Source: an optimization exercise on an open RTL-to-GDS flow (aim: small area, a short achievable clock period and few clock cycles). Production flows keep margins and buffers that such runs may drop. Only simulation tests tie the RTL to the original design; equivalence was not proved. No activity file was given, so power comes from the tool's default toggle rates.

==> flow/design.v <==
package window_mac5_acc_pkg;
  typedef enum logic [1:0] {IDLE, ACCUM, DRAIN, OUT} state_t;
  localparam int DEF_WORD_WIDTH = 16;
  localparam int DEF_FRAC_BITS = 8;
endpackage
module booth_enc (
  input  logic [15:0] w,
  output logic [7:0] one,
  output logic [7:0] two,
  output logic [7:0] neg
);
  assign one[0] = w[0] ^ 1'b0;
  assign two[0] = (w[1] & ~w[0] & ~1'b0) | (~w[1] & w[0] & 1'b0);
  assign neg[0] = w[1];
  assign one[1] = w[2] ^ w[1];
  assign two[1] = (w[3] & ~w[2] & ~w[1]) | (~w[3] & w[2] & w[1]);
  assign neg[1] = w[3];
  assign one[2] = w[4] ^ w[3];
  assign two[2] = (w[5] & ~w[4] & ~w[3]) | (~w[5] & w[4] & w[3]);
  assign neg[2] = w[5];
  assign one[3] = w[6] ^ w[5];
  assign two[3] = (w[7] & ~w[6] & ~w[5]) | (~w[7] & w[6] & w[5]);
  assign neg[3] = w[7];
  assign one[4] = w[8] ^ w[7];
  assign two[4] = (w[9] & ~w[8] & ~w[7]) | (~w[9] & w[8] & w[7]);
  assign neg[4] = w[9];
  assign one[5] = w[10] ^ w[9];
  assign two[5] = (w[11] & ~w[10] & ~w[9]) | (~w[11] & w[10] & w[9]);
  assign neg[5] = w[11];
  assign one[6] = w[12] ^ w[11];
  assign two[6] = (w[13] & ~w[12] & ~w[11]) | (~w[13] & w[12] & w[11]);
  assign neg[6] = w[13];
  assign one[7] = w[14] ^ w[13];
  assign two[7] = (w[15] & ~w[14] & ~w[13]) | (~w[15] & w[14] & w[13]);
  assign neg[7] = w[15];
endmodule
module pp_sum (
  input  logic [7:0] one,
  input  logic [7:0] two,
  input  logic [7:0] neg,
  input  logic [18:0] x,
  output logic [34:0] pa,
  output logic [34:0] pb
);
  logic [20:0] xe;
  assign xe = {{2{x[18]}}, x};
  logic [19:0] pp0;
  assign pp0 = ({20{one[0]}} & xe[19:0] | {20{two[0]}} & {xe[18:0], 1'b0}) ^ {20{neg[0]}};
  logic [19:0] pp1;
  assign pp1 = ({20{one[1]}} & xe[19:0] | {20{two[1]}} & {xe[18:0], 1'b0}) ^ {20{neg[1]}};
  logic [19:0] pp2;
  assign pp2 = ({20{one[2]}} & xe[19:0] | {20{two[2]}} & {xe[18:0], 1'b0}) ^ {20{neg[2]}};
  logic [19:0] pp3;
  assign pp3 = ({20{one[3]}} & xe[19:0] | {20{two[3]}} & {xe[18:0], 1'b0}) ^ {20{neg[3]}};
  logic [19:0] pp4;
  assign pp4 = ({20{one[4]}} & xe[19:0] | {20{two[4]}} & {xe[18:0], 1'b0}) ^ {20{neg[4]}};
  logic [19:0] pp5;
  assign pp5 = ({20{one[5]}} & xe[19:0] | {20{two[5]}} & {xe[18:0], 1'b0}) ^ {20{neg[5]}};
  logic [19:0] pp6;
  assign pp6 = ({20{one[6]}} & xe[19:0] | {20{two[6]}} & {xe[18:0], 1'b0}) ^ {20{neg[6]}};
  logic [19:0] pp7;
  assign pp7 = ({20{one[7]}} & xe[19:0] | {20{two[7]}} & {xe[18:0], 1'b0}) ^ {20{neg[7]}};
  logic as1, ac1;
  assign as1 = neg[1] ^ pp0[2];
  assign ac1 = neg[1] & pp0[2];
  logic as2, ac2;
  assign as2 = pp0[3] ^ pp1[1];
  assign ac2 = pp0[3] & pp1[1];
  logic as3, ac3;
  assign as3 = neg[2] ^ pp0[4] ^ pp1[2];
  assign ac3 = (neg[2] & pp0[4]) | (neg[2] & pp1[2]) | (pp0[4] & pp1[2]);
  logic as4, ac4;
  assign as4 = pp2[0] ^ ac2;
  assign ac4 = pp2[0] & ac2;
  logic as5, ac5;
  assign as5 = pp0[5] ^ pp1[3] ^ pp2[1];
  assign ac5 = (pp0[5] & pp1[3]) | (pp0[5] & pp2[1]) | (pp1[3] & pp2[1]);
  logic as6, ac6;
  assign as6 = ac3 ^ ac4;
  assign ac6 = ac3 & ac4;
  logic as7, ac7;
  assign as7 = neg[3] ^ pp0[6] ^ pp1[4];
  assign ac7 = (neg[3] & pp0[6]) | (neg[3] & pp1[4]) | (pp0[6] & pp1[4]);
  logic as8, ac8;
  assign as8 = pp2[2] ^ pp3[0] ^ ac5;
  assign ac8 = (pp2[2] & pp3[0]) | (pp2[2] & ac5) | (pp3[0] & ac5);
  logic as9, ac9;
  assign as9 = as7 ^ ac6;
  assign ac9 = as7 & ac6;
  logic as10, ac10;
  assign as10 = pp0[7] ^ pp1[5] ^ pp2[3];
  assign ac10 = (pp0[7] & pp1[5]) | (pp0[7] & pp2[3]) | (pp1[5] & pp2[3]);
  logic as11, ac11;
  assign as11 = pp3[1] ^ ac7 ^ as10;
  assign ac11 = (pp3[1] & ac7) | (pp3[1] & as10) | (ac7 & as10);
  logic as12, ac12;
  assign as12 = ac8 ^ ac9;
  assign ac12 = ac8 & ac9;
  logic as13, ac13;
  assign as13 = neg[4] ^ pp0[8] ^ pp1[6];
  assign ac13 = (neg[4] & pp0[8]) | (neg[4] & pp1[6]) | (pp0[8] & pp1[6]);
  logic as14, ac14;
  assign as14 = pp2[4] ^ pp3[2] ^ pp4[0];
  assign ac14 = (pp2[4] & pp3[2]) | (pp2[4] & pp4[0]) | (pp3[2] & pp4[0]);
  logic as15, ac15;
  assign as15 = ac10 ^ as13 ^ as14;
  assign ac15 = (ac10 & as13) | (ac10 & as14) | (as13 & as14);
  logic as16, ac16;
  assign as16 = ac11 ^ as15;
  assign ac16 = ac11 & as15;
  logic as17, ac17;
  assign as17 = pp0[9] ^ pp1[7] ^ pp2[5];
  assign ac17 = (pp0[9] & pp1[7]) | (pp0[9] & pp2[5]) | (pp1[7] & pp2[5]);
  logic as18, ac18;
  assign as18 = pp3[3] ^ pp4[1] ^ ac13;
  assign ac18 = (pp3[3] & pp4[1]) | (pp3[3] & ac13) | (pp4[1] & ac13);
  logic as19, ac19;
  assign as19 = ac14 ^ as17 ^ ac15;
  assign ac19 = (ac14 & as17) | (ac14 & ac15) | (as17 & ac15);
  logic as20, ac20;
  assign as20 = as18 ^ ac16;
  assign ac20 = as18 & ac16;
  logic as21, ac21;
  assign as21 = neg[5] ^ pp0[10] ^ pp1[8];
  assign ac21 = (neg[5] & pp0[10]) | (neg[5] & pp1[8]) | (pp0[10] & pp1[8]);
  logic as22, ac22;
  assign as22 = pp2[6] ^ pp3[4] ^ pp4[2];
  assign ac22 = (pp2[6] & pp3[4]) | (pp2[6] & pp4[2]) | (pp3[4] & pp4[2]);
  logic as23, ac23;
  assign as23 = pp5[0] ^ ac17 ^ as21;
  assign ac23 = (pp5[0] & ac17) | (pp5[0] & as21) | (ac17 & as21);
  logic as24, ac24;
  assign as24 = as22 ^ ac18 ^ as23;
  assign ac24 = (as22 & ac18) | (as22 & as23) | (ac18 & as23);
  logic as25, ac25;
  assign as25 = ac19 ^ ac20;
  assign ac25 = ac19 & ac20;
  logic as26, ac26;
  assign as26 = pp0[11] ^ pp1[9] ^ pp2[7];
  assign ac26 = (pp0[11] & pp1[9]) | (pp0[11] & pp2[7]) | (pp1[9] & pp2[7]);
  logic as27, ac27;
  assign as27 = pp3[5] ^ pp4[3] ^ pp5[1];
  assign ac27 = (pp3[5] & pp4[3]) | (pp3[5] & pp5[1]) | (pp4[3] & pp5[1]);
  logic as28, ac28;
  assign as28 = ac21 ^ ac22 ^ as26;
  assign ac28 = (ac21 & ac22) | (ac21 & as26) | (ac22 & as26);
  logic as29, ac29;
  assign as29 = as27 ^ ac23 ^ as28;
  assign ac29 = (as27 & ac23) | (as27 & as28) | (ac23 & as28);
  logic as30, ac30;
  assign as30 = ac24 ^ as29;
  assign ac30 = ac24 & as29;
  logic as31, ac31;
  assign as31 = neg[6] ^ pp0[12] ^ pp1[10];
  assign ac31 = (neg[6] & pp0[12]) | (neg[6] & pp1[10]) | (pp0[12] & pp1[10]);
  logic as32, ac32;
  assign as32 = pp2[8] ^ pp3[6] ^ pp4[4];
  assign ac32 = (pp2[8] & pp3[6]) | (pp2[8] & pp4[4]) | (pp3[6] & pp4[4]);
  logic as33, ac33;
  assign as33 = pp5[2] ^ pp6[0] ^ ac26;
  assign ac33 = (pp5[2] & pp6[0]) | (pp5[2] & ac26) | (pp6[0] & ac26);
  logic as34, ac34;
  assign as34 = ac27 ^ as31 ^ as32;
  assign ac34 = (ac27 & as31) | (ac27 & as32) | (as31 & as32);
  logic as35, ac35;
  assign as35 = ac28 ^ as33 ^ as34;
  assign ac35 = (ac28 & as33) | (ac28 & as34) | (as33 & as34);
  logic as36, ac36;
  assign as36 = ac29 ^ as35;
  assign ac36 = ac29 & as35;
  logic as37, ac37;
  assign as37 = pp0[13] ^ pp1[11] ^ pp2[9];
  assign ac37 = (pp0[13] & pp1[11]) | (pp0[13] & pp2[9]) | (pp1[11] & pp2[9]);
  logic as38, ac38;
  assign as38 = pp3[7] ^ pp4[5] ^ pp5[3];
  assign ac38 = (pp3[7] & pp4[5]) | (pp3[7] & pp5[3]) | (pp4[5] & pp5[3]);
  logic as39, ac39;
  assign as39 = pp6[1] ^ ac31 ^ ac32;
  assign ac39 = (pp6[1] & ac31) | (pp6[1] & ac32) | (ac31 & ac32);
  logic as40, ac40;
  assign as40 = as37 ^ as38 ^ ac33;
  assign ac40 = (as37 & as38) | (as37 & ac33) | (as38 & ac33);
  logic as41, ac41;
  assign as41 = ac34 ^ as39 ^ as40;
  assign ac41 = (ac34 & as39) | (ac34 & as40) | (as39 & as40);
  logic as42, ac42;
  assign as42 = ac35 ^ ac36;
  assign ac42 = ac35 & ac36;
  logic as43, ac43;
  assign as43 = neg[7] ^ pp0[14] ^ pp1[12];
  assign ac43 = (neg[7] & pp0[14]) | (neg[7] & pp1[12]) | (pp0[14] & pp1[12]);
  logic as44, ac44;
  assign as44 = pp2[10] ^ pp3[8] ^ pp4[6];
  assign ac44 = (pp2[10] & pp3[8]) | (pp2[10] & pp4[6]) | (pp3[8] & pp4[6]);
  logic as45, ac45;
  assign as45 = pp5[4] ^ pp6[2] ^ pp7[0];
  assign ac45 = (pp5[4] & pp6[2]) | (pp5[4] & pp7[0]) | (pp6[2] & pp7[0]);
  logic as46, ac46;
  assign as46 = ac37 ^ ac38 ^ as43;
  assign ac46 = (ac37 & ac38) | (ac37 & as43) | (ac38 & as43);
  logic as47, ac47;
  assign as47 = as44 ^ as45 ^ ac39;
  assign ac47 = (as44 & as45) | (as44 & ac39) | (as45 & ac39);
  logic as48, ac48;
  assign as48 = as46 ^ ac40 ^ as47;
  assign ac48 = (as46 & ac40) | (as46 & as47) | (ac40 & as47);
  logic as49, ac49;
  assign as49 = ac41 ^ as48;
  assign ac49 = ac41 & as48;
  logic as50, ac50;
  assign as50 = pp0[15] ^ pp1[13] ^ pp2[11];
  assign ac50 = (pp0[15] & pp1[13]) | (pp0[15] & pp2[11]) | (pp1[13] & pp2[11]);
  logic as51, ac51;
  assign as51 = pp3[9] ^ pp4[7] ^ pp5[5];
  assign ac51 = (pp3[9] & pp4[7]) | (pp3[9] & pp5[5]) | (pp4[7] & pp5[5]);
  logic as52, ac52;
  assign as52 = pp6[3] ^ pp7[1] ^ ac43;
  assign ac52 = (pp6[3] & pp7[1]) | (pp6[3] & ac43) | (pp7[1] & ac43);
  logic as53, ac53;
  assign as53 = ac44 ^ ac45 ^ as50;
  assign ac53 = (ac44 & ac45) | (ac44 & as50) | (ac45 & as50);
  logic as54, ac54;
  assign as54 = as51 ^ ac46 ^ as52;
  assign ac54 = (as51 & ac46) | (as51 & as52) | (ac46 & as52);
  logic as55, ac55;
  assign as55 = as53 ^ ac47 ^ as54;
  assign ac55 = (as53 & ac47) | (as53 & as54) | (ac47 & as54);
  logic as56, ac56;
  assign as56 = ac48 ^ as55;
  assign ac56 = ac48 & as55;
  logic as57, ac57;
  assign as57 = pp0[16] ^ pp1[14] ^ pp2[12];
  assign ac57 = (pp0[16] & pp1[14]) | (pp0[16] & pp2[12]) | (pp1[14] & pp2[12]);
  logic as58, ac58;
  assign as58 = pp3[10] ^ pp4[8] ^ pp5[6];
  assign ac58 = (pp3[10] & pp4[8]) | (pp3[10] & pp5[6]) | (pp4[8] & pp5[6]);
  logic as59, ac59;
  assign as59 = pp6[4] ^ pp7[2] ^ ac50;
  assign ac59 = (pp6[4] & pp7[2]) | (pp6[4] & ac50) | (pp7[2] & ac50);
  logic as60, ac60;
  assign as60 = ac51 ^ as57 ^ as58;
  assign ac60 = (ac51 & as57) | (ac51 & as58) | (as57 & as58);
  logic as61, ac61;
  assign as61 = ac52 ^ ac53 ^ as59;
  assign ac61 = (ac52 & ac53) | (ac52 & as59) | (ac53 & as59);
  logic as62, ac62;
  assign as62 = as60 ^ ac54 ^ as61;
  assign ac62 = (as60 & ac54) | (as60 & as61) | (ac54 & as61);
  logic as63, ac63;
  assign as63 = ac55 ^ as62;
  assign ac63 = ac55 & as62;
  logic as64, ac64;
  assign as64 = pp0[17] ^ pp1[15] ^ pp2[13];
  assign ac64 = (pp0[17] & pp1[15]) | (pp0[17] & pp2[13]) | (pp1[15] & pp2[13]);
  logic as65, ac65;
  assign as65 = pp3[11] ^ pp4[9] ^ pp5[7];
  assign ac65 = (pp3[11] & pp4[9]) | (pp3[11] & pp5[7]) | (pp4[9] & pp5[7]);
  logic as66, ac66;
  assign as66 = pp6[5] ^ pp7[3] ^ ac57;
  assign ac66 = (pp6[5] & pp7[3]) | (pp6[5] & ac57) | (pp7[3] & ac57);
  logic as67, ac67;
  assign as67 = ac58 ^ as64 ^ as65;
  assign ac67 = (ac58 & as64) | (ac58 & as65) | (as64 & as65);
  logic as68, ac68;
  assign as68 = ac59 ^ ac60 ^ as66;
  assign ac68 = (ac59 & ac60) | (ac59 & as66) | (ac60 & as66);
  logic as69, ac69;
  assign as69 = as67 ^ ac61 ^ as68;
  assign ac69 = (as67 & ac61) | (as67 & as68) | (ac61 & as68);
  logic as70, ac70;
  assign as70 = ac62 ^ as69;
  assign ac70 = ac62 & as69;
  logic as71, ac71;
  assign as71 = pp0[18] ^ pp1[16] ^ pp2[14];
  assign ac71 = (pp0[18] & pp1[16]) | (pp0[18] & pp2[14]) | (pp1[16] & pp2[14]);
  logic as72, ac72;
  assign as72 = pp3[12] ^ pp4[10] ^ pp5[8];
  assign ac72 = (pp3[12] & pp4[10]) | (pp3[12] & pp5[8]) | (pp4[10] & pp5[8]);
  logic as73, ac73;
  assign as73 = pp6[6] ^ pp7[4] ^ ac64;
  assign ac73 = (pp6[6] & pp7[4]) | (pp6[6] & ac64) | (pp7[4] & ac64);
  logic as74, ac74;
  assign as74 = ac65 ^ as71 ^ as72;
  assign ac74 = (ac65 & as71) | (ac65 & as72) | (as71 & as72);
  logic as75, ac75;
  assign as75 = ac66 ^ ac67 ^ as73;
  assign ac75 = (ac66 & ac67) | (ac66 & as73) | (ac67 & as73);
  logic as76, ac76;
  assign as76 = as74 ^ ac68 ^ as75;
  assign ac76 = (as74 & ac68) | (as74 & as75) | (ac68 & as75);
  logic as77, ac77;
  assign as77 = ac69 ^ as76;
  assign ac77 = ac69 & as76;
  logic as78, ac78;
  assign as78 = ~pp0[19] ^ pp1[17] ^ pp2[15];
  assign ac78 = (~pp0[19] & pp1[17]) | (~pp0[19] & pp2[15]) | (pp1[17] & pp2[15]);
  logic as79, ac79;
  assign as79 = pp3[13] ^ pp4[11] ^ pp5[9];
  assign ac79 = (pp3[13] & pp4[11]) | (pp3[13] & pp5[9]) | (pp4[11] & pp5[9]);
  logic as80, ac80;
  assign as80 = pp6[7] ^ pp7[5] ^ ac71;
  assign ac80 = (pp6[7] & pp7[5]) | (pp6[7] & ac71) | (pp7[5] & ac71);
  logic as81, ac81;
  assign as81 = ac72 ^ as78 ^ as79;
  assign ac81 = (ac72 & as78) | (ac72 & as79) | (as78 & as79);
  logic as82, ac82;
  assign as82 = ac73 ^ ac74 ^ as80;
  assign ac82 = (ac73 & ac74) | (ac73 & as80) | (ac74 & as80);
  logic as83, ac83;
  assign as83 = as81 ^ ac75 ^ as82;
  assign ac83 = (as81 & ac75) | (as81 & as82) | (ac75 & as82);
  logic as84, ac84;
  assign as84 = ac76 ^ as83;
  assign ac84 = ac76 & as83;
  logic as85, ac85;
  assign as85 = pp1[18] ^ pp2[16] ^ pp3[14];
  assign ac85 = (pp1[18] & pp2[16]) | (pp1[18] & pp3[14]) | (pp2[16] & pp3[14]);
  logic as86, ac86;
  assign as86 = pp4[12] ^ pp5[10] ^ pp6[8];
  assign ac86 = (pp4[12] & pp5[10]) | (pp4[12] & pp6[8]) | (pp5[10] & pp6[8]);
  logic as87, ac87;
  assign as87 = pp7[6] ^ ac78 ^ ac79;
  assign ac87 = (pp7[6] & ac78) | (pp7[6] & ac79) | (ac78 & ac79);
  logic as88, ac88;
  assign as88 = as85 ^ as86 ^ ac80;
  assign ac88 = (as85 & as86) | (as85 & ac80) | (as86 & ac80);
  logic as89, ac89;
  assign as89 = ac81 ^ as87 ^ as88;
  assign ac89 = (ac81 & as87) | (ac81 & as88) | (as87 & as88);
  logic as90, ac90;
  assign as90 = ac82 ^ as89 ^ ac83;
  assign ac90 = (ac82 & as89) | (ac82 & ac83) | (as89 & ac83);
  logic as91, ac91;
  assign as91 = ~pp1[19] ^ pp2[17] ^ pp3[15];
  assign ac91 = (~pp1[19] & pp2[17]) | (~pp1[19] & pp3[15]) | (pp2[17] & pp3[15]);
  logic as92, ac92;
  assign as92 = pp4[13] ^ pp5[11] ^ pp6[9];
  assign ac92 = (pp4[13] & pp5[11]) | (pp4[13] & pp6[9]) | (pp5[11] & pp6[9]);
  logic as93, ac93;
  assign as93 = pp7[7] ^ ac85 ^ ac86;
  assign ac93 = (pp7[7] & ac85) | (pp7[7] & ac86) | (ac85 & ac86);
  logic as94, ac94;
  assign as94 = as91 ^ as92 ^ ac87;
  assign ac94 = (as91 & as92) | (as91 & ac87) | (as92 & ac87);
  logic as95, ac95;
  assign as95 = as93 ^ ac88 ^ as94;
  assign ac95 = (as93 & ac88) | (as93 & as94) | (ac88 & as94);
  logic as96, ac96;
  assign as96 = ac89 ^ as95;
  assign ac96 = ac89 & as95;
  logic as97, ac97;
  assign as97 = pp2[18] ^ pp3[16] ^ pp4[14];
  assign ac97 = (pp2[18] & pp3[16]) | (pp2[18] & pp4[14]) | (pp3[16] & pp4[14]);
  logic as98, ac98;
  assign as98 = pp5[12] ^ pp6[10] ^ pp7[8];
  assign ac98 = (pp5[12] & pp6[10]) | (pp5[12] & pp7[8]) | (pp6[10] & pp7[8]);
  logic as99, ac99;
  assign as99 = ac91 ^ ac92 ^ as97;
  assign ac99 = (ac91 & ac92) | (ac91 & as97) | (ac92 & as97);
  logic as100, ac100;
  assign as100 = as98 ^ ac93 ^ as99;
  assign ac100 = (as98 & ac93) | (as98 & as99) | (ac93 & as99);
  logic as101, ac101;
  assign as101 = ac94 ^ as100 ^ ac95;
  assign ac101 = (ac94 & as100) | (ac94 & ac95) | (as100 & ac95);
  logic as102, ac102;
  assign as102 = ~pp2[19] ^ pp3[17] ^ pp4[15];
  assign ac102 = (~pp2[19] & pp3[17]) | (~pp2[19] & pp4[15]) | (pp3[17] & pp4[15]);
  logic as103, ac103;
  assign as103 = pp5[13] ^ pp6[11] ^ pp7[9];
  assign ac103 = (pp5[13] & pp6[11]) | (pp5[13] & pp7[9]) | (pp6[11] & pp7[9]);
  logic as104, ac104;
  assign as104 = ac97 ^ ac98 ^ as102;
  assign ac104 = (ac97 & ac98) | (ac97 & as102) | (ac98 & as102);
  logic as105, ac105;
  assign as105 = as103 ^ ac99 ^ as104;
  assign ac105 = (as103 & ac99) | (as103 & as104) | (ac99 & as104);
  logic as106, ac106;
  assign as106 = ac100 ^ as105;
  assign ac106 = ac100 & as105;
  logic as107, ac107;
  assign as107 = pp3[18] ^ pp4[16] ^ pp5[14];
  assign ac107 = (pp3[18] & pp4[16]) | (pp3[18] & pp5[14]) | (pp4[16] & pp5[14]);
  logic as108, ac108;
  assign as108 = pp6[12] ^ pp7[10] ^ ac102;
  assign ac108 = (pp6[12] & pp7[10]) | (pp6[12] & ac102) | (pp7[10] & ac102);
  logic as109, ac109;
  assign as109 = ac103 ^ as107 ^ ac104;
  assign ac109 = (ac103 & as107) | (ac103 & ac104) | (as107 & ac104);
  logic as110, ac110;
  assign as110 = as108 ^ ac105 ^ as109;
  assign ac110 = (as108 & ac105) | (as108 & as109) | (ac105 & as109);
  logic as111, ac111;
  assign as111 = ~pp3[19] ^ pp4[17] ^ pp5[15];
  assign ac111 = (~pp3[19] & pp4[17]) | (~pp3[19] & pp5[15]) | (pp4[17] & pp5[15]);
  logic as112, ac112;
  assign as112 = pp6[13] ^ pp7[11] ^ ac107;
  assign ac112 = (pp6[13] & pp7[11]) | (pp6[13] & ac107) | (pp7[11] & ac107);
  logic as113, ac113;
  assign as113 = as111 ^ ac108 ^ as112;
  assign ac113 = (as111 & ac108) | (as111 & as112) | (ac108 & as112);
  logic as114, ac114;
  assign as114 = ac109 ^ as113;
  assign ac114 = ac109 & as113;
  logic as115, ac115;
  assign as115 = pp4[18] ^ pp5[16] ^ pp6[14];
  assign ac115 = (pp4[18] & pp5[16]) | (pp4[18] & pp6[14]) | (pp5[16] & pp6[14]);
  logic as116, ac116;
  assign as116 = pp7[12] ^ ac111 ^ as115;
  assign ac116 = (pp7[12] & ac111) | (pp7[12] & as115) | (ac111 & as115);
  logic as117, ac117;
  assign as117 = ac112 ^ as116 ^ ac113;
  assign ac117 = (ac112 & as116) | (ac112 & ac113) | (as116 & ac113);
  logic as118, ac118;
  assign as118 = ~pp4[19] ^ pp5[17] ^ pp6[15];
  assign ac118 = (~pp4[19] & pp5[17]) | (~pp4[19] & pp6[15]) | (pp5[17] & pp6[15]);
  logic as119, ac119;
  assign as119 = pp7[13] ^ ac115 ^ as118;
  assign ac119 = (pp7[13] & ac115) | (pp7[13] & as118) | (ac115 & as118);
  logic as120, ac120;
  assign as120 = ac116 ^ as119;
  assign ac120 = ac116 & as119;
  logic as121, ac121;
  assign as121 = pp5[18] ^ pp6[16] ^ pp7[14];
  assign ac121 = (pp5[18] & pp6[16]) | (pp5[18] & pp7[14]) | (pp6[16] & pp7[14]);
  logic as122, ac122;
  assign as122 = ac118 ^ as121 ^ ac119;
  assign ac122 = (ac118 & as121) | (ac118 & ac119) | (as121 & ac119);
  logic as123, ac123;
  assign as123 = ~pp5[19] ^ pp6[17] ^ pp7[15];
  assign ac123 = (~pp5[19] & pp6[17]) | (~pp5[19] & pp7[15]) | (pp6[17] & pp7[15]);
  logic as124, ac124;
  assign as124 = ac121 ^ as123;
  assign ac124 = ac121 & as123;
  logic as125, ac125;
  assign as125 = pp6[18] ^ pp7[16] ^ ac123;
  assign ac125 = (pp6[18] & pp7[16]) | (pp6[18] & ac123) | (pp7[16] & ac123);
  logic as126, ac126;
  assign as126 = ~pp6[19] ^ pp7[17];
  assign ac126 = ~pp6[19] & pp7[17];
  assign pa[0] = neg[0];
  assign pb[0] = pp0[0];
  assign pa[1] = pp0[1];
  assign pb[1] = 1'b0;
  assign pa[2] = pp1[0];
  assign pb[2] = as1;
  assign pa[3] = ac1;
  assign pb[3] = as2;
  assign pa[4] = as3;
  assign pb[4] = as4;
  assign pa[5] = as5;
  assign pb[5] = as6;
  assign pa[6] = as8;
  assign pb[6] = as9;
  assign pa[7] = as11;
  assign pb[7] = as12;
  assign pa[8] = ac12;
  assign pb[8] = as16;
  assign pa[9] = as19;
  assign pb[9] = as20;
  assign pa[10] = as24;
  assign pb[10] = as25;
  assign pa[11] = ac25;
  assign pb[11] = as30;
  assign pa[12] = ac30;
  assign pb[12] = as36;
  assign pa[13] = as41;
  assign pb[13] = as42;
  assign pa[14] = ac42;
  assign pb[14] = as49;
  assign pa[15] = ac49;
  assign pb[15] = as56;
  assign pa[16] = ac56;
  assign pb[16] = as63;
  assign pa[17] = ac63;
  assign pb[17] = as70;
  assign pa[18] = ac70;
  assign pb[18] = as77;
  assign pa[19] = ac77;
  assign pb[19] = as84;
  assign pa[20] = ac84;
  assign pb[20] = as90;
  assign pa[21] = as96;
  assign pb[21] = ac90;
  assign pa[22] = ac96;
  assign pb[22] = as101;
  assign pa[23] = as106;
  assign pb[23] = ac101;
  assign pa[24] = ac106;
  assign pb[24] = as110;
  assign pa[25] = as114;
  assign pb[25] = ac110;
  assign pa[26] = ac114;
  assign pb[26] = as117;
  assign pa[27] = as120;
  assign pb[27] = ac117;
  assign pa[28] = ac120;
  assign pb[28] = as122;
  assign pa[29] = as124;
  assign pb[29] = ac122;
  assign pa[30] = ac124;
  assign pb[30] = as125;
  assign pa[31] = as126;
  assign pb[31] = ac125;
  assign pa[32] = pp7[18];
  assign pb[32] = ac126;
  assign pa[33] = ~pp7[19];
  assign pb[33] = 1'b0;
  assign pa[34] = 1'b0;
  assign pb[34] = 1'b0;
endmodule
module acc_add (
  input  logic [41:0] ss,
  input  logic [41:0] sc,
  input  logic [34:0] pa,
  input  logic [34:0] pb,
  output logic [41:0] ns,
  output logic [41:0] nc
);
  logic bs1, bc1;
  assign bs1 = ss[0] ^ sc[0] ^ pa[0];
  assign bc1 = (ss[0] & sc[0]) | (ss[0] & pa[0]) | (sc[0] & pa[0]);
  logic bs2, bc2;
  assign bs2 = ss[1] ^ sc[1] ^ pa[1];
  assign bc2 = (ss[1] & sc[1]) | (ss[1] & pa[1]) | (sc[1] & pa[1]);
  logic bs3, bc3;
  assign bs3 = pb[1] ^ bc1;
  assign bc3 = pb[1] & bc1;
  logic bs4, bc4;
  assign bs4 = ss[2] ^ sc[2] ^ pa[2];
  assign bc4 = (ss[2] & sc[2]) | (ss[2] & pa[2]) | (sc[2] & pa[2]);
  logic bs5, bc5;
  assign bs5 = pb[2] ^ bc2 ^ bs4;
  assign bc5 = (pb[2] & bc2) | (pb[2] & bs4) | (bc2 & bs4);
  logic bs6, bc6;
  assign bs6 = ss[3] ^ sc[3] ^ pa[3];
  assign bc6 = (ss[3] & sc[3]) | (ss[3] & pa[3]) | (sc[3] & pa[3]);
  logic bs7, bc7;
  assign bs7 = pb[3] ^ bc4 ^ bs6;
  assign bc7 = (pb[3] & bc4) | (pb[3] & bs6) | (bc4 & bs6);
  logic bs8, bc8;
  assign bs8 = ss[4] ^ sc[4] ^ pa[4];
  assign bc8 = (ss[4] & sc[4]) | (ss[4] & pa[4]) | (sc[4] & pa[4]);
  logic bs9, bc9;
  assign bs9 = pb[4] ^ bc6 ^ bs8;
  assign bc9 = (pb[4] & bc6) | (pb[4] & bs8) | (bc6 & bs8);
  logic bs10, bc10;
  assign bs10 = ss[5] ^ sc[5] ^ pa[5];
  assign bc10 = (ss[5] & sc[5]) | (ss[5] & pa[5]) | (sc[5] & pa[5]);
  logic bs11, bc11;
  assign bs11 = pb[5] ^ bc8 ^ bs10;
  assign bc11 = (pb[5] & bc8) | (pb[5] & bs10) | (bc8 & bs10);
  logic bs12, bc12;
  assign bs12 = ss[6] ^ sc[6] ^ pa[6];
  assign bc12 = (ss[6] & sc[6]) | (ss[6] & pa[6]) | (sc[6] & pa[6]);
  logic bs13, bc13;
  assign bs13 = pb[6] ^ bc10 ^ bs12;
  assign bc13 = (pb[6] & bc10) | (pb[6] & bs12) | (bc10 & bs12);
  logic bs14, bc14;
  assign bs14 = ss[7] ^ sc[7] ^ pa[7];
  assign bc14 = (ss[7] & sc[7]) | (ss[7] & pa[7]) | (sc[7] & pa[7]);
  logic bs15, bc15;
  assign bs15 = pb[7] ^ bc12 ^ bs14;
  assign bc15 = (pb[7] & bc12) | (pb[7] & bs14) | (bc12 & bs14);
  logic bs16, bc16;
  assign bs16 = ss[8] ^ sc[8] ^ pa[8];
  assign bc16 = (ss[8] & sc[8]) | (ss[8] & pa[8]) | (sc[8] & pa[8]);
  logic bs17, bc17;
  assign bs17 = pb[8] ^ bc14 ^ bs16;
  assign bc17 = (pb[8] & bc14) | (pb[8] & bs16) | (bc14 & bs16);
  logic bs18, bc18;
  assign bs18 = ss[9] ^ sc[9] ^ pa[9];
  assign bc18 = (ss[9] & sc[9]) | (ss[9] & pa[9]) | (sc[9] & pa[9]);
  logic bs19, bc19;
  assign bs19 = pb[9] ^ bc16 ^ bs18;
  assign bc19 = (pb[9] & bc16) | (pb[9] & bs18) | (bc16 & bs18);
  logic bs20, bc20;
  assign bs20 = ss[10] ^ sc[10] ^ pa[10];
  assign bc20 = (ss[10] & sc[10]) | (ss[10] & pa[10]) | (sc[10] & pa[10]);
  logic bs21, bc21;
  assign bs21 = pb[10] ^ bc18 ^ bs20;
  assign bc21 = (pb[10] & bc18) | (pb[10] & bs20) | (bc18 & bs20);
  logic bs22, bc22;
  assign bs22 = ss[11] ^ sc[11] ^ pa[11];
  assign bc22 = (ss[11] & sc[11]) | (ss[11] & pa[11]) | (sc[11] & pa[11]);
  logic bs23, bc23;
  assign bs23 = pb[11] ^ bc20 ^ bs22;
  assign bc23 = (pb[11] & bc20) | (pb[11] & bs22) | (bc20 & bs22);
  logic bs24, bc24;
  assign bs24 = ss[12] ^ sc[12] ^ pa[12];
  assign bc24 = (ss[12] & sc[12]) | (ss[12] & pa[12]) | (sc[12] & pa[12]);
  logic bs25, bc25;
  assign bs25 = pb[12] ^ bc22 ^ bs24;
  assign bc25 = (pb[12] & bc22) | (pb[12] & bs24) | (bc22 & bs24);
  logic bs26, bc26;
  assign bs26 = ss[13] ^ sc[13] ^ pa[13];
  assign bc26 = (ss[13] & sc[13]) | (ss[13] & pa[13]) | (sc[13] & pa[13]);
  logic bs27, bc27;
  assign bs27 = pb[13] ^ bc24 ^ bs26;
  assign bc27 = (pb[13] & bc24) | (pb[13] & bs26) | (bc24 & bs26);
  logic bs28, bc28;
  assign bs28 = ss[14] ^ sc[14] ^ pa[14];
  assign bc28 = (ss[14] & sc[14]) | (ss[14] & pa[14]) | (sc[14] & pa[14]);
  logic bs29, bc29;
  assign bs29 = pb[14] ^ bc26 ^ bs28;
  assign bc29 = (pb[14] & bc26) | (pb[14] & bs28) | (bc26 & bs28);
  logic bs30, bc30;
  assign bs30 = ss[15] ^ sc[15] ^ pa[15];
  assign bc30 = (ss[15] & sc[15]) | (ss[15] & pa[15]) | (sc[15] & pa[15]);
  logic bs31, bc31;
  assign bs31 = pb[15] ^ bc28 ^ bs30;
  assign bc31 = (pb[15] & bc28) | (pb[15] & bs30) | (bc28 & bs30);
  logic bs32, bc32;
  assign bs32 = ss[16] ^ sc[16] ^ pa[16];
  assign bc32 = (ss[16] & sc[16]) | (ss[16] & pa[16]) | (sc[16] & pa[16]);
  logic bs33, bc33;
  assign bs33 = pb[16] ^ bc30 ^ bs32;
  assign bc33 = (pb[16] & bc30) | (pb[16] & bs32) | (bc30 & bs32);
  logic bs34, bc34;
  assign bs34 = ss[17] ^ sc[17] ^ pa[17];
  assign bc34 = (ss[17] & sc[17]) | (ss[17] & pa[17]) | (sc[17] & pa[17]);
  logic bs35, bc35;
  assign bs35 = pb[17] ^ bc32 ^ bs34;
  assign bc35 = (pb[17] & bc32) | (pb[17] & bs34) | (bc32 & bs34);
  logic bs36, bc36;
  assign bs36 = ss[18] ^ sc[18] ^ pa[18];
  assign bc36 = (ss[18] & sc[18]) | (ss[18] & pa[18]) | (sc[18] & pa[18]);
  logic bs37, bc37;
  assign bs37 = pb[18] ^ bc34 ^ bs36;
  assign bc37 = (pb[18] & bc34) | (pb[18] & bs36) | (bc34 & bs36);
  logic bs38, bc38;
  assign bs38 = 1'b1 ^ ss[19] ^ sc[19];
  assign bc38 = (1'b1 & ss[19]) | (1'b1 & sc[19]) | (ss[19] & sc[19]);
  logic bs39, bc39;
  assign bs39 = pa[19] ^ pb[19] ^ bc36;
  assign bc39 = (pa[19] & pb[19]) | (pa[19] & bc36) | (pb[19] & bc36);
  logic bs40, bc40;
  assign bs40 = bs38 ^ bc37;
  assign bc40 = bs38 & bc37;
  logic bs41, bc41;
  assign bs41 = 1'b1 ^ ss[20] ^ sc[20];
  assign bc41 = (1'b1 & ss[20]) | (1'b1 & sc[20]) | (ss[20] & sc[20]);
  logic bs42, bc42;
  assign bs42 = pa[20] ^ pb[20] ^ bc38;
  assign bc42 = (pa[20] & pb[20]) | (pa[20] & bc38) | (pb[20] & bc38);
  logic bs43, bc43;
  assign bs43 = bs41 ^ bc39 ^ bs42;
  assign bc43 = (bs41 & bc39) | (bs41 & bs42) | (bc39 & bs42);
  logic bs44, bc44;
  assign bs44 = ss[21] ^ sc[21] ^ pa[21];
  assign bc44 = (ss[21] & sc[21]) | (ss[21] & pa[21]) | (sc[21] & pa[21]);
  logic bs45, bc45;
  assign bs45 = pb[21] ^ bc41 ^ bs44;
  assign bc45 = (pb[21] & bc41) | (pb[21] & bs44) | (bc41 & bs44);
  logic bs46, bc46;
  assign bs46 = bc42 ^ bs45;
  assign bc46 = bc42 & bs45;
  logic bs47, bc47;
  assign bs47 = 1'b1 ^ ss[22] ^ sc[22];
  assign bc47 = (1'b1 & ss[22]) | (1'b1 & sc[22]) | (ss[22] & sc[22]);
  logic bs48, bc48;
  assign bs48 = pa[22] ^ pb[22] ^ bc44;
  assign bc48 = (pa[22] & pb[22]) | (pa[22] & bc44) | (pb[22] & bc44);
  logic bs49, bc49;
  assign bs49 = bs47 ^ bc45 ^ bs48;
  assign bc49 = (bs47 & bc45) | (bs47 & bs48) | (bc45 & bs48);
  logic bs50, bc50;
  assign bs50 = ss[23] ^ sc[23] ^ pa[23];
  assign bc50 = (ss[23] & sc[23]) | (ss[23] & pa[23]) | (sc[23] & pa[23]);
  logic bs51, bc51;
  assign bs51 = pb[23] ^ bc47 ^ bs50;
  assign bc51 = (pb[23] & bc47) | (pb[23] & bs50) | (bc47 & bs50);
  logic bs52, bc52;
  assign bs52 = bc48 ^ bs51;
  assign bc52 = bc48 & bs51;
  logic bs53, bc53;
  assign bs53 = 1'b1 ^ ss[24] ^ sc[24];
  assign bc53 = (1'b1 & ss[24]) | (1'b1 & sc[24]) | (ss[24] & sc[24]);
  logic bs54, bc54;
  assign bs54 = pa[24] ^ pb[24] ^ bc50;
  assign bc54 = (pa[24] & pb[24]) | (pa[24] & bc50) | (pb[24] & bc50);
  logic bs55, bc55;
  assign bs55 = bs53 ^ bc51 ^ bs54;
  assign bc55 = (bs53 & bc51) | (bs53 & bs54) | (bc51 & bs54);
  logic bs56, bc56;
  assign bs56 = ss[25] ^ sc[25] ^ pa[25];
  assign bc56 = (ss[25] & sc[25]) | (ss[25] & pa[25]) | (sc[25] & pa[25]);
  logic bs57, bc57;
  assign bs57 = pb[25] ^ bc53 ^ bs56;
  assign bc57 = (pb[25] & bc53) | (pb[25] & bs56) | (bc53 & bs56);
  logic bs58, bc58;
  assign bs58 = bc54 ^ bs57;
  assign bc58 = bc54 & bs57;
  logic bs59, bc59;
  assign bs59 = 1'b1 ^ ss[26] ^ sc[26];
  assign bc59 = (1'b1 & ss[26]) | (1'b1 & sc[26]) | (ss[26] & sc[26]);
  logic bs60, bc60;
  assign bs60 = pa[26] ^ pb[26] ^ bc56;
  assign bc60 = (pa[26] & pb[26]) | (pa[26] & bc56) | (pb[26] & bc56);
  logic bs61, bc61;
  assign bs61 = bs59 ^ bc57 ^ bs60;
  assign bc61 = (bs59 & bc57) | (bs59 & bs60) | (bc57 & bs60);
  logic bs62, bc62;
  assign bs62 = ss[27] ^ sc[27] ^ pa[27];
  assign bc62 = (ss[27] & sc[27]) | (ss[27] & pa[27]) | (sc[27] & pa[27]);
  logic bs63, bc63;
  assign bs63 = pb[27] ^ bc59 ^ bs62;
  assign bc63 = (pb[27] & bc59) | (pb[27] & bs62) | (bc59 & bs62);
  logic bs64, bc64;
  assign bs64 = bc60 ^ bs63;
  assign bc64 = bc60 & bs63;
  logic bs65, bc65;
  assign bs65 = 1'b1 ^ ss[28] ^ sc[28];
  assign bc65 = (1'b1 & ss[28]) | (1'b1 & sc[28]) | (ss[28] & sc[28]);
  logic bs66, bc66;
  assign bs66 = pa[28] ^ pb[28] ^ bc62;
  assign bc66 = (pa[28] & pb[28]) | (pa[28] & bc62) | (pb[28] & bc62);
  logic bs67, bc67;
  assign bs67 = bs65 ^ bc63 ^ bs66;
  assign bc67 = (bs65 & bc63) | (bs65 & bs66) | (bc63 & bs66);
  logic bs68, bc68;
  assign bs68 = ss[29] ^ sc[29] ^ pa[29];
  assign bc68 = (ss[29] & sc[29]) | (ss[29] & pa[29]) | (sc[29] & pa[29]);
  logic bs69, bc69;
  assign bs69 = pb[29] ^ bc65 ^ bs68;
  assign bc69 = (pb[29] & bc65) | (pb[29] & bs68) | (bc65 & bs68);
  logic bs70, bc70;
  assign bs70 = bc66 ^ bs69;
  assign bc70 = bc66 & bs69;
  logic bs71, bc71;
  assign bs71 = 1'b1 ^ ss[30] ^ sc[30];
  assign bc71 = (1'b1 & ss[30]) | (1'b1 & sc[30]) | (ss[30] & sc[30]);
  logic bs72, bc72;
  assign bs72 = pa[30] ^ pb[30] ^ bc68;
  assign bc72 = (pa[30] & pb[30]) | (pa[30] & bc68) | (pb[30] & bc68);
  logic bs73, bc73;
  assign bs73 = bs71 ^ bc69 ^ bs72;
  assign bc73 = (bs71 & bc69) | (bs71 & bs72) | (bc69 & bs72);
  logic bs74, bc74;
  assign bs74 = ss[31] ^ sc[31] ^ pa[31];
  assign bc74 = (ss[31] & sc[31]) | (ss[31] & pa[31]) | (sc[31] & pa[31]);
  logic bs75, bc75;
  assign bs75 = pb[31] ^ bc71 ^ bs74;
  assign bc75 = (pb[31] & bc71) | (pb[31] & bs74) | (bc71 & bs74);
  logic bs76, bc76;
  assign bs76 = bc72 ^ bs75;
  assign bc76 = bc72 & bs75;
  logic bs77, bc77;
  assign bs77 = 1'b1 ^ ss[32] ^ sc[32];
  assign bc77 = (1'b1 & ss[32]) | (1'b1 & sc[32]) | (ss[32] & sc[32]);
  logic bs78, bc78;
  assign bs78 = pa[32] ^ pb[32] ^ bc74;
  assign bc78 = (pa[32] & pb[32]) | (pa[32] & bc74) | (pb[32] & bc74);
  logic bs79, bc79;
  assign bs79 = bs77 ^ bc75 ^ bs78;
  assign bc79 = (bs77 & bc75) | (bs77 & bs78) | (bc75 & bs78);
  logic bs80, bc80;
  assign bs80 = ss[33] ^ sc[33] ^ pa[33];
  assign bc80 = (ss[33] & sc[33]) | (ss[33] & pa[33]) | (sc[33] & pa[33]);
  logic bs81, bc81;
  assign bs81 = pb[33] ^ bc77 ^ bs80;
  assign bc81 = (pb[33] & bc77) | (pb[33] & bs80) | (bc77 & bs80);
  logic bs82, bc82;
  assign bs82 = bc78 ^ bs81;
  assign bc82 = bc78 & bs81;
  logic bs83, bc83;
  assign bs83 = 1'b1 ^ ss[34] ^ sc[34];
  assign bc83 = (1'b1 & ss[34]) | (1'b1 & sc[34]) | (ss[34] & sc[34]);
  logic bs84, bc84;
  assign bs84 = pa[34] ^ pb[34] ^ bc80;
  assign bc84 = (pa[34] & pb[34]) | (pa[34] & bc80) | (pb[34] & bc80);
  logic bs85, bc85;
  assign bs85 = bs83 ^ bc81 ^ bs84;
  assign bc85 = (bs83 & bc81) | (bs83 & bs84) | (bc81 & bs84);
  logic bs86, bc86;
  assign bs86 = 1'b1 ^ ss[35] ^ sc[35];
  assign bc86 = (1'b1 & ss[35]) | (1'b1 & sc[35]) | (ss[35] & sc[35]);
  logic bs87, bc87;
  assign bs87 = bc83 ^ bs86 ^ bc84;
  assign bc87 = (bc83 & bs86) | (bc83 & bc84) | (bs86 & bc84);
  logic bs88, bc88;
  assign bs88 = 1'b1 ^ ss[36] ^ sc[36];
  assign bc88 = (1'b1 & ss[36]) | (1'b1 & sc[36]) | (ss[36] & sc[36]);
  logic bs89, bc89;
  assign bs89 = bc86 ^ bs88;
  assign bc89 = bc86 & bs88;
  logic bs90, bc90;
  assign bs90 = 1'b1 ^ ss[37] ^ sc[37];
  assign bc90 = (1'b1 & ss[37]) | (1'b1 & sc[37]) | (ss[37] & sc[37]);
  logic bs91, bc91;
  assign bs91 = bc88 ^ bs90;
  assign bc91 = bc88 & bs90;
  logic bs92, bc92;
  assign bs92 = 1'b1 ^ ss[38] ^ sc[38];
  assign bc92 = (1'b1 & ss[38]) | (1'b1 & sc[38]) | (ss[38] & sc[38]);
  logic bs93, bc93;
  assign bs93 = bc90 ^ bs92;
  assign bc93 = bc90 & bs92;
  logic bs94, bc94;
  assign bs94 = 1'b1 ^ ss[39] ^ sc[39];
  assign bc94 = (1'b1 & ss[39]) | (1'b1 & sc[39]) | (ss[39] & sc[39]);
  logic bs95, bc95;
  assign bs95 = bc92 ^ bs94;
  assign bc95 = bc92 & bs94;
  logic bs96, bc96;
  assign bs96 = 1'b1 ^ ss[40] ^ sc[40];
  assign bc96 = (1'b1 & ss[40]) | (1'b1 & sc[40]) | (ss[40] & sc[40]);
  logic bs97, bc97;
  assign bs97 = bc94 ^ bs96;
  assign bc97 = bc94 & bs96;
  logic bs98, bc98;
  assign bs98 = 1'b1 ^ ss[41] ^ sc[41];
  assign bc98 = (1'b1 & ss[41]) | (1'b1 & sc[41]) | (ss[41] & sc[41]);
  logic bs99, bc99;
  assign bs99 = bc96 ^ bs98;
  assign bc99 = bc96 & bs98;
  assign ns[0] = pb[0];
  assign nc[0] = bs1;
  assign ns[1] = bs2;
  assign nc[1] = bs3;
  assign ns[2] = bc3;
  assign nc[2] = bs5;
  assign ns[3] = bc5;
  assign nc[3] = bs7;
  assign ns[4] = bc7;
  assign nc[4] = bs9;
  assign ns[5] = bc9;
  assign nc[5] = bs11;
  assign ns[6] = bc11;
  assign nc[6] = bs13;
  assign ns[7] = bc13;
  assign nc[7] = bs15;
  assign ns[8] = bc15;
  assign nc[8] = bs17;
  assign ns[9] = bc17;
  assign nc[9] = bs19;
  assign ns[10] = bc19;
  assign nc[10] = bs21;
  assign ns[11] = bc21;
  assign nc[11] = bs23;
  assign ns[12] = bc23;
  assign nc[12] = bs25;
  assign ns[13] = bc25;
  assign nc[13] = bs27;
  assign ns[14] = bc27;
  assign nc[14] = bs29;
  assign ns[15] = bc29;
  assign nc[15] = bs31;
  assign ns[16] = bc31;
  assign nc[16] = bs33;
  assign ns[17] = bc33;
  assign nc[17] = bs35;
  assign ns[18] = bc35;
  assign nc[18] = bs37;
  assign ns[19] = bs39;
  assign nc[19] = bs40;
  assign ns[20] = bc40;
  assign nc[20] = bs43;
  assign ns[21] = bs46;
  assign nc[21] = bc43;
  assign ns[22] = bc46;
  assign nc[22] = bs49;
  assign ns[23] = bs52;
  assign nc[23] = bc49;
  assign ns[24] = bc52;
  assign nc[24] = bs55;
  assign ns[25] = bs58;
  assign nc[25] = bc55;
  assign ns[26] = bc58;
  assign nc[26] = bs61;
  assign ns[27] = bs64;
  assign nc[27] = bc61;
  assign ns[28] = bc64;
  assign nc[28] = bs67;
  assign ns[29] = bs70;
  assign nc[29] = bc67;
  assign ns[30] = bc70;
  assign nc[30] = bs73;
  assign ns[31] = bs76;
  assign nc[31] = bc73;
  assign ns[32] = bc76;
  assign nc[32] = bs79;
  assign ns[33] = bs82;
  assign nc[33] = bc79;
  assign ns[34] = bc82;
  assign nc[34] = bs85;
  assign ns[35] = bc85;
  assign nc[35] = bs87;
  assign ns[36] = bs89;
  assign nc[36] = bc87;
  assign ns[37] = bc89;
  assign nc[37] = bs91;
  assign ns[38] = bc91;
  assign nc[38] = bs93;
  assign ns[39] = bc93;
  assign nc[39] = bs95;
  assign ns[40] = bc95;
  assign nc[40] = bs97;
  assign ns[41] = bc97;
  assign nc[41] = bs99;
endmodule
import window_mac5_acc_pkg::*;
module window_mac5_acc #(
  parameter int WORD_WIDTH = window_mac5_acc_pkg::DEF_WORD_WIDTH,
  parameter int FRAC_BITS  = window_mac5_acc_pkg::DEF_FRAC_BITS,
  parameter int CNT_WIDTH  = 8
) (
  input  logic                  clk,
  input  logic                  rst,
  input  logic                  w_load,
  input  logic [2:0]            w_idx,
  input  logic [WORD_WIDTH-1:0] w_data,
  input  logic                  start,
  input  logic [CNT_WIDTH-1:0]  acc_len,
  input  logic                  in_valid,
  input  logic [WORD_WIDTH-1:0] data_in_0,
  input  logic [WORD_WIDTH-1:0] data_in_1,
  input  logic [WORD_WIDTH-1:0] data_in_2,
  input  logic [WORD_WIDTH-1:0] data_in_3,
  input  logic [WORD_WIDTH-1:0] data_in_4,
  output logic                  busy,
  output logic                  out_valid,
  output logic [WORD_WIDTH-1:0] out_data
);
  localparam int XW = WORD_WIDTH + 3;             
  localparam int SW = 2 * WORD_WIDTH + CNT_WIDTH + 2;   
  localparam int PW = 35;                         
  localparam int L1 = 7;                          
  localparam int L2 = 13;
  localparam logic [CNT_WIDTH-1:0] DONE_CNT = CNT_WIDTH'(-7);
  logic [4:0][WORD_WIDTH-1:0] weight;
  logic [4:0][WORD_WIDTH-1:0] window;
  logic [4:0][XW-1:0] x_sum, x_keep, x_add, x_nxt;
  logic [4:0] x_c1, x_c2, c1_nxt, c2_nxt;
  logic [4:0] ring;
  logic [XW-1:0] xr, x_sel, x_pick;
  logic c1_sel, c2_sel;
  logic [WORD_WIDTH-1:0] w_sel;
  logic [WORD_WIDTH/2-1:0] one, two, neg, one_r, two_r, neg_r;
  logic [PW-1:0] pa, pb, pa_r, pb_r;
  logic [SW-1:0] acc_s, acc_c, nxt_s, nxt_c, total;
  logic [CNT_WIDTH-1:0] cnt;
  logic accum;
  logic idle, busy_nx;
  logic [4:0] ring_nx, keep;
  logic go, accept, last, fire;
  logic [SW-FRAC_BITS-1:0] rounded;
  logic [WORD_WIDTH-1:0] result;
  assign window = {data_in_4, data_in_3, data_in_2, data_in_1, data_in_0};
  assign go = !busy && start && acc_len != '0;
  assign accept = accum && in_valid;
  assign last = accept && cnt == CNT_WIDTH'(1);
  assign fire = busy && !accum && cnt == DONE_CNT;
  assign busy_nx = busy ? !fire : go;
  assign ring_nx = {ring[3:0], ring[4]};
  for (genvar i = 0; i < 5; i++) begin : g_tap
    assign x_keep[i] = keep[i] ? x_sum[i] : XW'(0);
    assign x_add[i] = accept ? XW'($signed(window[i])) : XW'(0);
    assign {c1_nxt[i], x_nxt[i][L1-1:0]} = (L1+1)'(x_keep[i][L1-1:0]) + (L1+1)'(x_add[i][L1-1:0]);
    assign {c2_nxt[i], x_nxt[i][L2-1:L1]} = (L2-L1+1)'(x_keep[i][L2-1:L1])
                                          + (L2-L1+1)'(x_add[i][L2-1:L1]) + (L2-L1+1)'(keep[i] && x_c1[i]);
    assign x_nxt[i][XW-1:L2] = x_keep[i][XW-1:L2] + x_add[i][XW-1:L2] + (XW-L2)'(keep[i] && x_c2[i]);
  end
  always_comb begin
    x_sel = '0;
    c1_sel = 1'b0;
    c2_sel = 1'b0;
    w_sel = '0;
    for (int i = 0; i < 5; i++) begin
      x_sel = x_sel | ({XW{ring[i]}} & x_sum[i]);
      c1_sel = c1_sel | (ring[i] & x_c1[i]);
      c2_sel = c2_sel | (ring[i] & x_c2[i]);
      w_sel = w_sel | ({WORD_WIDTH{ring[i]}} & weight[i]);
    end
  end
  assign x_pick = {x_sel[XW-1:L1] + (XW-L1)'({c2_sel, {(L2-L1-1){1'b0}}, c1_sel}), x_sel[L1-1:0]};
  booth_enc u_enc (
    .w(w_sel),
    .one(one),
    .two(two),
    .neg(neg)
  );
  pp_sum u_pp (
    .one(one_r),
    .two(two_r),
    .neg(neg_r),
    .x(xr),
    .pa(pa),
    .pb(pb)
  );
  acc_add u_acc (
    .ss(acc_s),
    .sc(acc_c),
    .pa(pa_r),
    .pb(pb_r),
    .ns(nxt_s),
    .nc(nxt_c)
  );
  assign total = acc_s + acc_c;
  assign rounded = total[SW-1:FRAC_BITS];
  always_comb begin
    if (&rounded[SW-FRAC_BITS-1:WORD_WIDTH-1] || ~|rounded[SW-FRAC_BITS-1:WORD_WIDTH-1])
      result = rounded[WORD_WIDTH-1:0];
    else
      result = {rounded[SW-FRAC_BITS-1], {(WORD_WIDTH-1){~rounded[SW-FRAC_BITS-1]}}};
  end
  always_ff @(posedge clk) begin
    x_sum <= x_nxt;
    x_c1 <= c1_nxt;
    x_c2 <= c2_nxt;
    xr <= (idle || rst) ? '0 : x_pick;
    one_r <= one;
    two_r <= two;
    neg_r <= neg;
    pa_r <= pa;
    pb_r <= pb;
    acc_s <= idle ? SW'(1 << (FRAC_BITS - 1)) : nxt_s;
    acc_c <= idle ? '0 : nxt_c;
    keep <= (busy_nx && !rst) ? ~ring_nx : '0;
    cnt <= busy ? cnt - CNT_WIDTH'(!accum || in_valid) : acc_len;
    if (rst) begin
      ring <= 5'b00001;
      busy <= 1'b0;
      idle <= 1'b1;
      accum <= 1'b0;
      out_valid <= 1'b0;
      out_data <= '0;
      for (int i = 0; i < 5; i++) weight[i] <= '0;
    end else begin
      ring <= ring_nx;
      busy <= busy_nx;
      idle <= !busy_nx;
      accum <= accum ? !last : go;
      out_valid <= fire;
      if (fire) out_data <= result;
      for (int i = 0; i < 5; i++)
        if (!busy && w_load && w_idx == 3'(i)) weight[i] <= w_data;
    end
  end
endmodule
==> flow/run.sh <==
#!/bin/bash
# synth_recipe.tcl (not shown) runs the flow's synth.tcl, then flattens the netlist and writes it again
# the make line also repeats each setting of config.mk as NAME=value (left out here)
make -C /OpenROAD-flow-scripts/flow DESIGN_CONFIG=/design/flow/config.mk WORK_HOME=/design/flow/orfs CLKGATE_MAP_FILE= SYNTH_SCRIPT=/design/flow/synth_recipe.tcl finish
==> flow/config.mk <==
export PLATFORM = sky130hd
export DESIGN_NAME = window_mac5_acc
export DESIGN_NICKNAME = window_mac5_acc
export VERILOG_FILES = /design/flow/design.v
export SDC_FILE = /design/flow/constraint.sdc
export NUM_CORES = 4
export LEC_CHECK = 0
export CAP_MARGIN = 20
export CORE_MARGIN = 2
export CORE_UTILIZATION = 40
export SETUP_SLACK_MARGIN = 4.3
export SLEW_MARGIN = 20
==> flow/constraint.sdc <==
create_clock -name core_clock -period 7.5 [get_ports {clk}]
set_input_delay 1.5000 -clock core_clock [delete_from_list [all_inputs] [get_ports {clk}]]
set_output_delay 1.5000 -clock core_clock [all_outputs]
set_load 0.01 [all_outputs]
==> results.yml, run 1 <==
outcome:
  result_of_the_run: "complete, no violations"
timing:
  fin_skew_ns: 0.0256
  drv_slew: 0
  final.min_clock_period_ns: 3.47
  max_slew.worst_pin.slew_ns: 0.840
  worst_hold_slack_after_final_layout_ns: 0.452
  timing.final.crit_share: 0.463
  unrepaired_setup_endpoints_after_global_routing: "true"
  hold_viol: 0
  timing.setup.tns_ns: 0
  relSlewSlack: 0.440
  clock.fmax_ghz: 0.288
  setup_viol: 0
cells_and_area:
  final_net_count: 3462
  nFillCells: 6078
  antenna_cells_inserted: 0
  footprint_of_the_flip_flops_and_latches_sq_mm: 0.00847
  drive_above_1_share: 0.146
  multi_input_area_sq_mm: 0.0175
  areaGrowthSynthToFinish_pct: 21.0
synthesis:
  synth-compound-area-share: 0.149
  synth_enable_flop_cells: 0
  synth_top_family_by_area: "adder cells"
  netlist.area_leader.share: 0.313
  synthArstFlopShare: 0
  synthTopCellsByArea: "dfxtp_1, fa_1, ha_1, xnor2_1, a22oi_1"
  synthSimpleGateAreaFrac: 0.137
  synth.most_common_cell: "dfxtp_1"
  yosysWarnings: 1
  post_synth_fa_ha_maj_area_fraction: 0.229
  synth_ff_type: "dfxtp_1"
  yosys.area.top_type: "dfxtp_1"
  syn-cell-area_sq_mm: 0.0265
  synth-seq-area-share: 0.313
  syn_inst: 2864
  synth_area_per_cell_sq_um: 9.27
  synth-seq-cells: 415
  synth_top_cells_by_count: "dfxtp_1, inv_1, nand2_1"
  post_synthesis_xor_xnor_area_fraction: 0.0927
  synth.distinct_cells: 67
  muxShareOfSynthArea: 0.0124
  mapped_nets: 3347
clocking:
  cts_made_buffers: 47
  tritoncts: "built"
  ctsHoldBuffers: 0
  clockBufferDepth: 3
  clk_pin_slew_ns: 0.06
  cts_sinks: 415
  htree_levels: 2
  insertion_delay_ns: 0.59
  cts_root_buffer: "clkbuf_16"
die:
  fp.dieW_microns: 262
  design.die.area_sq_mm: 0.0684
  effective_utilization_at_floorplan: 0.404
  fp-row-count: 94
  top_level_ports: 130
  die_h_microns: 262
  core_sq_mm: 0.0657
placement:
  port_buffers: 129
  routabilityCongestion: 0.859
  hpwl_microns: 49000
critical_path:
  setup.worst_path.class: "reg2reg"
  reg2reg_setup_slack_ns: 4.03
  worst_ep_required_time_ns: 8.02
  timing.rr.start: "acc_s[1]$_SDFF_PP0_"
  worst-endpoint-arrival_ns: 3.99
  critical_path.startpoint_type: "flop"
  critical_path.endpoint_type: "flop"
  reg2reg_to: "out_data[9]$_SDFFE_PP0P_"
  critPathMaxFanout: 8
  rr_worst_depth: 16
global_route:
  grt_max_degree: 82
  global_route.usage.total: 0.205
  globalRoute.totalOverflow: 0
  initial_antenna_violation_count: 0
  first_pass_grt_wire_length_microns: 113000
  grt_pass1_vias: 21197
route:
  finalWirelength_microns: 70100
  drt-pass1-iter-count: 9
  post-route-drc-count: 0
  final_antenna_net_count: 0
  avgViaCountPerCell: 5.31
  routed_wire_length_per_instance_microns: 18.1
  vias: 20582
  detail_route.iter0.violations: 1372
worst_hold_path:
  min_delay_path_depth: 1
  hold_end: "acc_s[0]$_SDFF_PP0_"
  hp-start: "nxt_s[0]$_DFF_P_"
  timing.hold.worst.class: "reg2reg"
power:
  ir_worst_vdd_v: 0.000156
  power_density_mw_per_mm2: 201
  cellLeakagePower_nw: 13.8
job:
  maxCapViolations: 0
state kept, by name, indices dropped and copies added (netlist names), 5 cells and up:
| signal | cells |
|---|---|
| acc_c | 42 |
| acc_s | 41 |
| cnt | 8 |
| keep | 5 |
| neg_r | 8 |
| one_r | 8 |
| out_data | 16 |
| pa_r | 34 |
| pb_r | 31 |
| ring | 5 |
| two_r | 8 |
| weight | 80 |
| x_c1 | 5 |
| x_c2 | 5 |
| x_sum | 95 |
| xr | 19 |
logic make-up (layout without fill, tap and decap cells):
logic type / Yosys count / count (layout)
compound gates: 570 / 570
simple gates: 725 / 725
mux: 33 / 33
fa+ha+maj: 371 / 371
xor+xnor: 281 / 281
flops: 415 / 415
buf+inv: 469 / 618
worst max-delay path, stage by stage (launching register included):
cell	delay, ns
dfxtp_1	0.37
ha_4	0.22
a21oi_4	0.20
o22ai_4	0.13
buf_12	0.15
buf_4	0.13
a32oi_1	0.20
o211ai_1	0.13
buf_4	0.18
xor2_1	0.18
a2111o_1	0.45
a2111oi_4	0.24
nand4b_1	0.20
o211ai_4	0.22
buf_6	0.13
buf_12	0.10
o221a_2	0.16
through the flow:
stage / area [sq um] / util / instances / worst slack [ns] / power, mW
3_5_place_dp: 28400 / 0.432 / 3688 / 2.75 / 3.87
6_report: 32100 / 0.488 / 3877 / 4.03 / 6.44
5_1_grt: 32100 / 0.488 / 3877 / 3.84 / 6.84
3_3_place_gp: 28400 / 0.432 / 3687 / 2.88 / 3.82
4_1_cts: 31100 / 0.473 / 3826 / 3.97 / 6.41
2_1_floorplan: 26800 / - / 2864 / 4.25 / 3.49
cells in the final DEF (no fill, tap or decap), drive strengths merged, types with 10 or more instances in the layout:
cell type	instances
buf	126
and2	85
ha	180
nand2	241
fa	191
nand2b	16
o21bai	18
xor2	113
nor4	14
mux2i	33
dfxtp	415
a222oi	37
o21ai	47
nand3	16
xnor2	168
a22oi	180
o221a	15
a21o	36
nor3	24
o211ai	10
nor2b	94
nand4	19
a21oi	167
clkbuf	64
clkdlybuf4s50	127
a31oi	10
inv	280
nor2	114
and3	76
worst max path at each step:
| stage | cells past startpoint | end | startpoint | slack [ns] |
|---|---|---|---|---|
| finish | 16 | out_data[9]$_SDFFE_PP0P_ | acc_s[1]$_SDFF_PP0_ | 4.03 |
| detailed placement | 12 | x_c1[3]$_DFF_P_ | in_valid | 2.75 |
| global placement | 12 | x_c1[1]$_DFF_P_ | in_valid | 2.88 |
| global route | 16 | out_data[13]$_SDFFE_PP0P_ | acc_c[20]$_SDFF_PP0_ | 3.84 |
| floorplan | 11 | pb_r[20]$_DFF_P_ | xr[10]$_SDFF_PP0_ | 4.25 |
| CTS | 15 | out_data[5]$_SDFFE_PP0P_ | acc_s[4]$_SDFF_PP0_ | 3.97 |
repair_timing:
item / 4_1_cts / 5_1_grt
setup endpoints to repair: 147 / 63
gates resized for setup: 161 / 126
pin swaps: 24 / 26
cloned: 1 / 0
setup buffers: 54 / 51
report_power, final:
part | internal, mW | leakage, nW | switching (mW)
Combinational | 0.724 | 9.63 | 0.844
Sequential | 2.35 | 3.41 | 0.144
Clock | 1.44 | 0.772 | 0.939
cell type report:
type,instances,share of cell area
Tap cell,864,0.0337
Inverter,279,0.0328
Clock buffer,61,0.0408
Timing Repair Buffer,256,0.0750
Sequential cell,415,0.264
Clock inverter,22,0.00916
Multi-Input combinational cell,1980,0.545
layer usage:
metal | track usage | vias to the layer above | routed length (microns)
li1 | - | 9842 | -
met2 | 0.344 | 612 | 32800
met3 | 0.0289 | 130 | 3910
met1 | 0.272 | 9998 | 31400
met5 | 0 | - | 0
met4 | 0.0657 | 0 | 2070
Testbench counts, summed over its fixed seeds: cycles 17,141.
==> run 2, diff against run 1 <==
--- a/flow/config.mk
+++ b/flow/config.mk
@@ -10,3 +10,3 @@
 export CORE_UTILIZATION = 40
-export SETUP_SLACK_MARGIN = 4.3
+export SETUP_SLACK_MARGIN = 0.3
 export SLEW_MARGIN = 20
==> results.yml, run 2 <==
outcome:
  result_of_the_run: "complete, no violations"
synthesis:
  netlist.area_leader.share: 0.313
  synthTopCellsByArea: "dfxtp_1, fa_1, ha_1, xnor2_1, a22oi_1"
  synth_enable_flop_cells: 0
  syn-cell-area_sq_mm: 0.0265
  synthArstFlopShare: 0
  yosys.area.top_type: "dfxtp_1"
  synth-seq-cells: 415
  synth-seq-area-share: 0.313
  mapped_nets: 3347
  synth_ff_type: "dfxtp_1"
  yosysWarnings: 1
  synth.distinct_cells: 67
worst_hold_path:
  min_delay_path_depth: 1
  hp-start: "nxt_s[0]$_DFF_P_"
  timing.hold.worst.class: "reg2reg"
  hold_end: "acc_s[0]$_SDFF_PP0_"
cells_and_area:
  max_ffs_per_register: 95
  areaGrowthSynthToFinish_pct: 12.9
  most-common-layout-cells: "dfxtp_1, inv_1, nand2_1"
  drive_above_1_share: 0.0464
  final_net_count: 3358
  antenna_cells_inserted: 0
  finalInstanceArea_sq_mm: 0.0300
  most_common_cell_after_layout_fill_and_taps_aside: "dfxtp_1"
  top_regs: "x_sum (95), weight (80), acc_c (42)"
clocking:
  cts_root_buffer: "clkbuf_16"
  tritoncts: "built"
  clockBufferDepth: 3
  htree_levels: 2
  cts-resized-gates: 0
  clk_pin_slew_ns: 0.06
  cts_sinks: 415
  cts_made_buffers: 46
  insertion_delay_ns: 0.59
critical_path:
  critical_path.endpoint_type: "flop"
  cp_common_cell: "a2111oi_2"
  worstPathBufferInverterCount: 1
  timing.rr.start: "acc_s[24]$_SDFF_PP0_"
  reg2reg_setup_slack_ns: 3.31
  critical_path.startpoint_type: "flop"
  critical_path.max_stage_delay_ns: 0.55
  critPathMaxFanout: 15
  cell_with_the_largest_stage_delay_on_the_worst_path: "o211ai_2"
  worst_ep_required_time_ns: 8.01
  setup.worst_path.class: "reg2reg"
die:
  core_sq_mm: 0.0657
  design.die.area_sq_mm: 0.0684
  top_level_ports: 130
  fp-row-count: 94
global_route:
  grt_max_degree: 83
  globalRoute.totalOverflow: 0
  first_pass_grt_wire_length_microns: 110000
  initial_antenna_violation_count: 0
placement:
  port_buffers: 129
route:
  avgViaCountPerCell: 5.30
  detail_route.iter0.violations: 1433
  routed_wire_length_per_instance_microns: 17.7
  vias: 19997
power:
  share_seq_of_total_power: 0.404
  power_density_mw_per_mm2: 207
  power_switching_share: 0.296
  ir_worst_vdd_v: 0.000156
  clockPowerShare: 0.384
timing:
  relSlewSlack: 0.291
  unrepaired_setup_endpoints_after_global_routing: "false"
  clock.fmax_ghz: 0.238
  max_slew.worst_pin.slew_ns: 1.06
  setup_viol: 0
  hold_viol: 0
job:
  maxCapViolations: 0
[run 2: cell count changes in the layout (fill, tap and decap cells not counted), sizes merged]
| cell | change |
|---|---|
| clkinv | -2 |
| inv | +1 |
| clkinvlp | -3 |
| buf | -100 |
| bufinv | -1 |
[run 2: worst max path at each step]
| stage | from | to | slack, ns | cells after the start |
|---|---|---|---|---|
| finish | acc_s[24]$_SDFF_PP0_ | out_data[1]$_SDFFE_PP0P_ | 3.31 | 13 |
| global route | acc_s[26]$_SDFF_PP0_ | out_data[2]$_SDFFE_PP0P_ | 2.93 | 13 |
| CTS | acc_s[24]$_SDFF_PP0_ | out_data[1]$_SDFFE_PP0P_ | 3.24 | 13 |
| detailed placement | in_valid | x_c1[2]$_DFF_P_ | 3.06 | 13 |
| global placement | in_valid | x_c1[0]$_DFF_P_ | 3.19 | 13 |
| floorplan | two_r[0]$_DFF_P_ | pb_r[20]$_DFF_P_ | 3.90 | 12 |
[run 2: cell type report]
class	instances	area share
sequential	415	0.277
inverter	279	0.0349
timing repair buffer	153	0.0490
clock buffer	64	0.0450
tap	864	0.0361
clock inverter	17	0.00852
multi-input combinational	1980	0.549
[run 2: worst register-to-register path, stage by stage, from the launching register on]
cell       delay (ns)
dfxtp_1          0.33
inv_1            0.05
ha_1             0.45
nand2_1          0.25
nor2_1           0.26
nand4_1          0.22
a2111oi_2        0.51
nor4_2           0.14
xnor2_1          0.22
a2111o_1         0.35
a2111oi_2        0.34
nand4b_1         0.16
o211ai_2         0.55
o221a_2          0.31
[run 2: cells by family after synthesis]
group	count (synthesis)	synth area share
and+or+nand+nor	725	0.137
xor gates and xnor gates	281	0.0927
muxes	33	0.0124
DFF	415	0.313
AOI/OAI and AO/OA	570	0.149
buffers and inverters	469	0.0672
adders and majority gates	371	0.229
[run 2: power groups by stage]
stage / combinational (mW) / sequential, mW / clock (mW)
after floorplan: 1.00 / 2.48 / 0
after global placement: 1.28 / 2.54 / 0
after detailed placement: 1.31 / 2.55 / 0
after CTS: 1.33 / 2.50 / 2.44
after global routing: 1.53 / 2.52 / 2.52
final: 1.31 / 2.50 / 2.38
[run 2: metrics by stage]
step	worst slack [ns]	hold WS, ns	utilization	cells
finish	3.31	0.445	0.456	3772
global route	2.93	0.463	0.456	3772
CTS	3.24	0.452	0.456	3772
detailed placement	3.06	0.438	0.431	3691
global placement	3.19	0.428	0.431	3690
floorplan	3.90	0.347	-	2864
[run 2: per-layer routing]
layer	global-route usage	vias to the layer above	part of all wire
li1	-	9636	-
met1	0.265	9616	0.45
met2	0.330	631	0.46
met3	0.0268	114	0.057
met4	0.0653	0	0.027
met5	0	-	0

-- re-timing with driven ports --
The flow's constraints put no driver on any port. The routed layouts listed below were extracted and timed again, unchanged, in two steps. Step 1, drivers: a clkbuf_16 drives clk and a buf_2 each remaining input, both assumed. Step 2 also shifts input and output timing later by t, the mid clock arrival at the registers, as if the neighbouring blocks saw the same clock. Slacks: ideal / step 1 / step 2; pairs: ideal / step 1.
run | t (ns) | setup slack, ns
run 1 | 0.639 | 4.029 / 4.029 / 3.883
run 2 | 0.638 | 3.306 / 3.306 / 2.989
After both steps setup and hold are still met in every run listed.
